This is an optimization exercise on Yosys and OpenROAD, whose aim is small area and a short achievable clock period, not a production implementation. In this exercise RTL edits were held to simulation tests only and were not proved equivalent to the original. Power figures rest on the tool's default switching activity, not on a simulated workload.

== run A ==
==> flow/design.v <==
package fpcvt_pkg;
    localparam int FLAG_W        = 3;
    localparam int FLAG_INVALID  = 2;
    localparam int FLAG_OVERFLOW = 1;
    localparam int FLAG_INEXACT  = 0;
    localparam int FP64_BIAS = 1023;
endpackage
`timescale 1ns/10ps
module fp64_to_int64 #(
    parameter int TAG_W = 4
) (
    input  logic                          clk,
    input  logic                          load,
    input  logic [63:0]                   in_data,
    input  logic [TAG_W-1:0]              in_tag,
    output logic [63:0]                   q_word,
    output logic                          q_sign,
    output logic [fpcvt_pkg::FLAG_W-1:0]  q_flags,
    output logic [TAG_W-1:0]              q_tag
);
    logic        s;
    logic [10:0] e;
    logic [51:0] m;
    logic        m_nz;
    logic        is_nan, in_rng, shifted, sat, exact_min, below_one, at_one;
    logic [5:0]  amt;
    logic [64:0] sh [0:6];
    logic [6:0]  st;
    logic        inexact_n;
    logic [63:0] nxt_word;
    logic [fpcvt_pkg::FLAG_W-1:0] nxt_flags;
    assign s = in_data[63];
    assign e = in_data[62:52];
    assign m = in_data[51:0];
    assign m_nz = |m;
    assign is_nan    = (e == 11'h7ff) && m_nz;
    assign in_rng    = e[10] && (e[9:6] == 4'd0);
    assign shifted   = in_rng && (e[5:1] != 5'h1f);
    assign sat       = e[10] && !shifted && !is_nan;
    assign exact_min = (e == 11'd1086) && s && !m_nz;
    assign below_one = !e[10] && (e[9:0] != 10'h3ff);
    assign at_one    = !e[10] && (e[9:0] == 10'h3ff);
    assign amt   = ~e[5:0];
    assign sh[0] = {1'b1, m, 12'd0};
    assign st[0] = 1'b0;
    for (genvar j = 0; j < 6; j++) begin : g_sh
        localparam int D = 1 << (5 - j);
        assign sh[j+1] = amt[5-j] ? {{D{1'b0}}, sh[j][64:D]} : sh[j];
        assign st[j+1] = st[j] | (amt[5-j] & (|sh[j][D-1:0]));
    end
    assign inexact_n = st[6];
    always_comb begin
        nxt_word = '0;
        if (shifted) nxt_word = sh[6][63:0];
        if (at_one)  nxt_word[0] = 1'b1;
        if (sat)     nxt_word = s ? 64'h8000_0000_0000_0000 : 64'h7fff_ffff_ffff_ffff;
    end
    always_comb begin
        nxt_flags = '0;
        nxt_flags[fpcvt_pkg::FLAG_INVALID]  = is_nan;
        nxt_flags[fpcvt_pkg::FLAG_OVERFLOW] = sat && !exact_min;
        nxt_flags[fpcvt_pkg::FLAG_INEXACT]  = (below_one && ((e != 11'd0) || m_nz))
                                            || (at_one && m_nz)
                                            || (shifted && inexact_n);
    end
    always_ff @(posedge clk) begin
        if (load) begin
            q_word  <= nxt_word;
            q_sign  <= s;
            q_flags <= nxt_flags;
            q_tag   <= in_tag;
        end
    end
endmodule
`timescale 1ns/10ps
module int64_to_fp64 #(
    parameter int TAG_W = 4
) (
    input  logic                 clk,
    input  logic                 load,
    input  logic [63:0]          in_data,
    input  logic [TAG_W-1:0]     in_tag,
    output logic [63:0]          q_word,
    output logic                 q_sticky,
    output logic [TAG_W-1:0]     q_tag
);
    logic        s;
    logic [63:0] x;
    logic [63:0] d;
    logic [5:0]  lzd;
    logic [63:0] xs [0:6];
    logic        low_nz;
    logic        is_zero;
    logic        pow2neg;
    logic [10:0] exp_v;
    logic [63:0] nxt_word;
    assign x = in_data;
    assign s = x[63];
    assign d[0] = 1'b1;
    assign d[63:1] = x[63:1] ^ x[62:0];
    lzc64 u_lzc (.v(d), .cnt(lzd));
    assign xs[0] = x;
    for (genvar j = 0; j < 6; j++) begin : g_sh
        localparam int D = 1 << (5 - j);
        assign xs[j+1] = lzd[5-j] ? {xs[j][63-D:0], {D{1'b0}}} : xs[j];
    end
    assign low_nz  = |xs[6][9:0];
    assign is_zero = (x == 64'd0);
    assign pow2neg = s && !(|(~x[63:1] & x[62:0]));
    assign exp_v   = 11'd1085 - 11'(lzd) + 11'(pow2neg);
    assign nxt_word = {s, exp_v & {11{!is_zero}}, xs[6][61:10]};
    always_ff @(posedge clk) begin
        if (load) begin
            q_word    <= nxt_word;
            q_sticky  <= low_nz;
            q_tag     <= in_tag;
        end
    end
endmodule
module lzc64 (
    input  logic [63:0] v,
    output logic [5:0]  cnt
);
    logic [31:0] v1;  logic [0:0] c1 [0:31];
    logic [15:0] v2;  logic [1:0] c2 [0:15];
    logic [7:0]  v3;  logic [2:0] c3 [0:7];
    logic [3:0]  v4;  logic [3:0] c4 [0:3];
    logic [1:0]  v5;  logic [4:0] c5 [0:1];
    always_comb begin
        for (int i = 0; i < 32; i++) begin
            v1[i] = v[2*i+1] | v[2*i];
            c1[i] = !v[2*i+1];
        end
        for (int i = 0; i < 16; i++) begin
            v2[i] = v1[2*i+1] | v1[2*i];
            c2[i] = v1[2*i+1] ? {1'b0, c1[2*i+1]} : {1'b1, c1[2*i]};
        end
        for (int i = 0; i < 8; i++) begin
            v3[i] = v2[2*i+1] | v2[2*i];
            c3[i] = v2[2*i+1] ? {1'b0, c2[2*i+1]} : {1'b1, c2[2*i]};
        end
        for (int i = 0; i < 4; i++) begin
            v4[i] = v3[2*i+1] | v3[2*i];
            c4[i] = v3[2*i+1] ? {1'b0, c3[2*i+1]} : {1'b1, c3[2*i]};
        end
        for (int i = 0; i < 2; i++) begin
            v5[i] = v4[2*i+1] | v4[2*i];
            c5[i] = v4[2*i+1] ? {1'b0, c4[2*i+1]} : {1'b1, c4[2*i]};
        end
        cnt = v5[1] ? {1'b0, c5[1]} : {1'b1, c5[0]};
    end
endmodule
`timescale 1ns/10ps
module result_arbiter #(
    parameter int TAG_W = 4
) (
    input  logic                         clk,
    input  logic                         rst,
    input  logic                         f2i_valid,
    output logic                         f2i_ready,
    input  logic                         i2f_valid,
    output logic                         i2f_ready,
    output logic                         load0,
    output logic                         load1,
    input  logic [63:0]                  word0,
    input  logic                         sign0,
    input  logic [fpcvt_pkg::FLAG_W-1:0] flags0,
    input  logic [TAG_W-1:0]             tag0,
    input  logic [63:0]                  word1,
    input  logic                         sticky1,
    input  logic [TAG_W-1:0]             tag1,
    output logic                         res_valid,
    input  logic                         res_ready,
    output logic [63:0]                  res_data,
    output logic [fpcvt_pkg::FLAG_W-1:0] res_flags,
    output logic [TAG_W-1:0]             res_tag,
    output logic                         res_src
);
    logic held0, held1, prio, grant1;
    logic n_held0, n_held1, n_prio;
    logic take0, take1, xfer;
    logic [63:0] below0, below1;
    logic [63:0] r0, r1;
    assign res_valid = held0 | held1;
    assign res_src   = grant1;
    assign take0     = res_ready & !grant1;
    assign take1     = res_ready & grant1;
    assign f2i_ready = !held0 | take0;
    assign i2f_ready = !held1 | take1;
    assign load0     = f2i_valid & f2i_ready;
    assign load1     = i2f_valid & i2f_ready;
    assign xfer      = res_valid & res_ready;
    always_comb begin
        n_held0 = load0 | (held0 & !take0);
        n_held1 = load1 | (held1 & !take1);
        n_prio  = xfer ? !grant1 : prio;
        if (rst) begin
            n_held0 = 1'b0;
            n_held1 = 1'b0;
            n_prio  = 1'b0;
        end
    end
    always_ff @(posedge clk) begin
        held0  <= n_held0;
        held1  <= n_held1;
        prio   <= n_prio;
        grant1 <= n_held1 & (!n_held0 | n_prio);
    end
    function automatic [63:0] below_of;
        input [63:0] v;
        input        st;
        logic [63:0] p;
        p = {v[62:0], st};
        for (int l = 0; l < 6; l++) begin
            for (int i = 0; i < 64; i++) begin
                if ((i >> l) & 1)
                    p[i] = p[i] | p[((i >> l) << l) - 1];
            end
        end
        below_of = p;
    endfunction
    assign below0 = below_of(word0, 1'b0);
    assign below1 = below_of({12'd0, word1[51:0]}, sticky1);
    assign r0 = word0 ^ ({64{sign0}} & below0);
    assign r1 = {word1[63:52], word1[51:0] ^ ({52{word1[63]}} & below1[51:0])};
    assign res_data  = grant1 ? r1 : r0;
    assign res_flags = grant1 ? {2'b00, sticky1} : flags0;
    assign res_tag   = grant1 ? tag1 : tag0;
endmodule
`timescale 1ns/10ps
module fpcvt_top #(
    parameter int TAG_W = 4
) (
    input  logic                         clk,
    input  logic                         rst,
    input  logic                         f2i_valid,
    output logic                         f2i_ready,
    input  logic [63:0]                  f2i_data,
    input  logic [TAG_W-1:0]             f2i_tag,
    input  logic                         i2f_valid,
    output logic                         i2f_ready,
    input  logic [63:0]                  i2f_data,
    input  logic [TAG_W-1:0]             i2f_tag,
    output logic                         res_valid,
    input  logic                         res_ready,
    output logic [63:0]                  res_data,
    output logic [fpcvt_pkg::FLAG_W-1:0] res_flags,
    output logic [TAG_W-1:0]             res_tag,
    output logic                         res_src
);
    logic                         load0, load1;
    logic [63:0]                  word0, word1;
    logic                         sign0, sticky1;
    logic [fpcvt_pkg::FLAG_W-1:0] flags0;
    logic [TAG_W-1:0]             tag0, tag1;
    fp64_to_int64 #(.TAG_W(TAG_W)) u_f2i (
        .clk     (clk),
        .load    (load0),
        .in_data (f2i_data),
        .in_tag  (f2i_tag),
        .q_word  (word0),
        .q_sign  (sign0),
        .q_flags (flags0),
        .q_tag   (tag0)
    );
    int64_to_fp64 #(.TAG_W(TAG_W)) u_i2f (
        .clk       (clk),
        .load      (load1),
        .in_data   (i2f_data),
        .in_tag    (i2f_tag),
        .q_word    (word1),
        .q_sticky  (sticky1),
        .q_tag     (tag1)
    );
    result_arbiter #(.TAG_W(TAG_W)) u_arb (
        .clk       (clk),
        .rst       (rst),
        .f2i_valid (f2i_valid),
        .f2i_ready (f2i_ready),
        .i2f_valid (i2f_valid),
        .i2f_ready (i2f_ready),
        .load0     (load0),
        .load1     (load1),
        .word0     (word0),
        .sign0     (sign0),
        .flags0    (flags0),
        .tag0      (tag0),
        .word1     (word1),
        .sticky1   (sticky1),
        .tag1      (tag1),
        .res_valid (res_valid),
        .res_ready (res_ready),
        .res_data  (res_data),
        .res_flags (res_flags),
        .res_tag   (res_tag),
        .res_src   (res_src)
    );
endmodule
clock: 7.0 ns
lec_check: 0
abc_area: 1
cap_margin: 20
core_margin: 2
core_utilization: 40
setup_slack_margin: 2.2
slew_margin: 20
standard.sh (not shown) runs the stock make flow with config.mk's settings and CLKGATE_MAP_FILE= SYNTH_SCRIPT=/design/flow/synth_recipe.tcl, a recipe that flattens the netlist after the stock synthesis.
==> flow/flow/run.sh <==
#!/bin/bash
# The standard layout, with the port buffers made as buf_1 cells instead of
# the buffer_ports default (a slow delay cell on this platform).
set -euo pipefail
export BUFFER_PORTS_ARGS="-buffer_cell sky130_fd_sc_hd__buf_1"
bash standard.sh > flow_standard.log 2>&1
Run A completed every stage of the flow, and the final layout passed the timing, design-rule and antenna checks.
For run B, these inputs were changed with respect to run A:
Settings: swapping 2.2 for 2.8 in SETUP_SLACK_MARGIN.
### Flow results
- Higher power among run A and run B: run B
- Met2 usage in global routing, run A and run B: higher on run B
- Horizontal die dimension: run B vs run A identical
- Number of max-capacitance violations reported: run A vs run B identical
- Relative to run A, the final cell area reported for run B is higher.
- Across both runs, worst setup margin was higher for run B than for run A.
- The clock power on run A is in line with that on run B.
- ~same register-to-register setup slack in run A and run B
- Compared to run A, run B has number of buffers added for setup after CTS 30 higher.
The following lists how run C was set up differently from run B:
Settings: SETUP_SLACK_MARGIN changed from 2.8 to 2.5; PLACE_DENSITY newly set to 0.75.
- No stage failed in run C, and the final checks on the layout all came back clean.
- Sort run B and run C by met2 track utilization from global routing desc -> top: run B
- Run C against run B: clock network area share saw little to no change; detailed-route wire length per cell went down by about 12%; first-pass GRT wire length decreased about 11%; post-CTS setup repair buffer count shrank by 25.

==> afterwards: timing with drivers on the ports <==
No port has a modelled driver above. Below, the same layouts with a new extraction and two added sets of constraints.
Step 1 (the two cells are an assumption about what drives the block):
set clk [get_ports {clk}]
set_driving_cell -lib_cell sky130_fd_sc_hd__clkbuf_16 $clk
set_driving_cell -lib_cell sky130_fd_sc_hd__buf_2 [delete_from_list [all_inputs] $clk]
Step 2, shift: input delay + t, output delay - t, t = (earliest + latest rising clock arrival at the registers) / 2. This alone moves slack from input paths to output paths.
Slacks: ideal / step 1 / step 2; pairs: ideal / step 1.
run | t (ns) | slack for setup (ns) | latest minus earliest clock arrival (ns) | cell pins on the clock port's net
run A | 0.496 | 2.374 / 2.317 / 1.956 | 0.013 / 0.013 | 1
run B | 0.493 | 2.674 / 2.618 / 2.469 | 0.011 / 0.011 | 1
run C | 0.484 | 2.475 / 2.426 / 2.213 | 0.013 / 0.013 | 1
After both steps every run listed still meets setup and hold. The setup slack of run A, which loses most, moves by -0.057 ns with the drivers and by -0.418 ns with both steps.
